Source: an optimization exercise on an open RTL-to-GDS flow (aim: small area, a short achievable clock period and few clock cycles). Production flows keep margins and buffers that such runs may drop. The RTL was checked by simulation tests, not by an equivalence proof against the original design.

Setup of job 7399:
Design sm3_hash_core, start of the top module:
module sm3_hash_core (
    input  logic        i_clk,
    input  logic        i_rst_n,
    input  logic        i_in_valid,
    output logic        i_in_ready,
    input  logic [31:0] i_in_message_word,
    input  logic [2:0]  i_in_byte_count,
    input  logic        i_in_final_word,
    output logic        o_out_valid,
    input  logic        o_out_ready,
    output logic [31:0] o_out_digest_word,
    output logic        o_out_last_word
);
Size in the first run: roughly 75 I/O pins, about 48000 µm² of cells after synthesis.
clock: 10.0 ns
lec_check: 0
cap_margin: 20
core_margin: 2
core_utilization: 55
cts_cluster_diameter: 85
cts_cluster_size: 30
gpl_routability_driven: 0
place_density: 0.68
setup_slack_margin: 5
slew_margin: 20
run.sh (not shown) runs the stock make flow with config.mk's settings and CLKGATE_MAP_FILE= SYNTH_SCRIPT=/design/flow/synth_recipe.tcl, a recipe that flattens the netlist after the stock synthesis.
Testbench counts of job 7399, summed over its fixed seeds: cycles 40,696.
Input-level comparison between job 2959 and job 7399:
Settings: removing PLACE_DENSITY (formerly 0.68); removing GPL_ROUTABILITY_DRIVEN (formerly 0); changing CTS_CLUSTER_SIZE from 30 to 28; changing CORE_UTILIZATION from 55 to 60; changing CTS_CLUSTER_DIAMETER from 85 to 80.
==> flow/flow/run.sh (new file) <==
#!/bin/bash
# The standard layout (the standard.sh, ORFS from synthesis to finish), with the
# input and output port buffers made from sky130_fd_sc_hd__buf_1 cells.
set -euo pipefail
bash standard.sh "BUFFER_PORTS_ARGS=-buffer_cell sky130_fd_sc_hd__buf_1" finish > standard.log 2>&1
==> flow/standard.sh (new file) <==
#!/bin/bash
# synth_recipe.tcl (not shown) runs the flow's synth.tcl, then flattens the netlist and writes it again
# the make line also repeats each setting of config.mk as NAME=value (left out here)
make -C /OpenROAD-flow-scripts/flow DESIGN_CONFIG=/design/flow/config.mk WORK_HOME=/design/flow/orfs CLKGATE_MAP_FILE= SYNTH_SCRIPT=/design/flow/synth_recipe.tcl "${@:-finish}"
removed: flow/run.sh
## What came out
Reported for job 2959 and job 7399, count of distinct cell types in the synthesized netlist turned out identical to the last digit. Status: total area of multi-input combinational cells parity (job 7399, job 2959). On die area, job 7399 loses to job 2959. Global routing usage on met3 ends up higher on job 2959. In the flow results for job 2959 and job 7399, the final routed wire length divided by cell count is larger on job 2959. Re sum of buffers and inverters on the critical path: job 7399 was higher than job 2959. On post-route cell area, job 2959 does better than job 7399. Relative to job 7399, the number of global-route vias before repair measured on job 2959 has increased slightly. Summary of the comparison: worst setup slack is lower in job 2959, relative to job 7399.
Edits applied to the flow inputs when going from job 2959 to job 6851:
Settings: CTS_CLUSTER_DIAMETER changed from 80 to 70; CORE_UTILIZATION changed from 60 to 55; CTS_CLUSTER_SIZE changed from 28 to 24.
==> flow/run.sh (new file) <==
#!/bin/bash
# synth_recipe.tcl (not shown) runs the flow's synth.tcl, then flattens the netlist and writes it again
# the make line also repeats each setting of config.mk as NAME=value (left out here)
make -C /OpenROAD-flow-scripts/flow DESIGN_CONFIG=/design/flow/config.mk WORK_HOME=/design/flow/orfs CLKGATE_MAP_FILE= SYNTH_SCRIPT=/design/flow/synth_recipe.tcl finish
removed: flow/flow/run.sh
removed: flow/standard.sh
[summary]
- Compared with job 2959, job 6851 has extra setup slack.
- [job 6851] post-route minimum period fell 0.036 ns relative to job 2959
- On area growth from synthesis to layout, the lower figure sits with job 2959, not job 6851.
- Job 6851 against job 2959; cell area is up by a few percent.
- Comparing job 2959 against job 6851, there is no change at all in post-synthesis instance area.
- Wire: job 6851 routes more than job 2959
> inputs changed (job 6851 -> job 580)
Settings: changing CTS_CLUSTER_DIAMETER from 70 to 85; changing CTS_CLUSTER_SIZE from 24 to 30; setting TNS_END_PERCENT to 5 for the first time.
Findings:
- Comparing register-to-register slack for job 580 and job 6851, the bigger number came from job 6851.
- From job 6851 to job 580, number of cell rows did not move at all.
- The final reports for job 580 and job 6851 show largest driver fanout on the critical path higher in the former.
- Comparing count of clock buffers in the final design for job 580 and job 6851, the bigger number came from job 6851.
- Buffer count excluding the clock tree in the final layout ends up higher on job 6851.
- Across both runs, cell count was lower for job 580 than for job 6851.
- Cell area | job 580 vs job 6851 | job 580 smaller

-- port drivers added, routing unchanged --
In the flow no input, the clock included, has a driving cell. The finished layouts below were timed again as built, in two steps. Step 1 (the two cells are an assumption about what drives the block):
set clk [get_ports {i_clk}]
set_driving_cell -lib_cell sky130_fd_sc_hd__clkbuf_16 $clk
set_driving_cell -lib_cell sky130_fd_sc_hd__buf_2 [delete_from_list [all_inputs] $clk]
Step 2, shift: input delay + t, output delay - t, t = (earliest + latest rising clock arrival at the registers) / 2. This alone moves slack from input paths to output paths. Three values: ideal, step 1, step 2; two values: the first two.
run | t, ns | setup WS [ns] | worst setup path at the end | worst data-port slew with drivers (ns)
job 7399 | 0.711 | 4.125 / 4.125 / 4.125 | register to register | 0.07
job 2959 | 0.740 | 4.076 / 4.076 / 4.076 | register to register | 0.04
job 6851 | 0.718 | 4.112 / 4.112 / 4.112 | register to register | 0.04
job 580 | 0.747 | 3.932 / 3.932 / 3.932 | register to register | 0.04
After both steps every run listed still meets setup and hold.
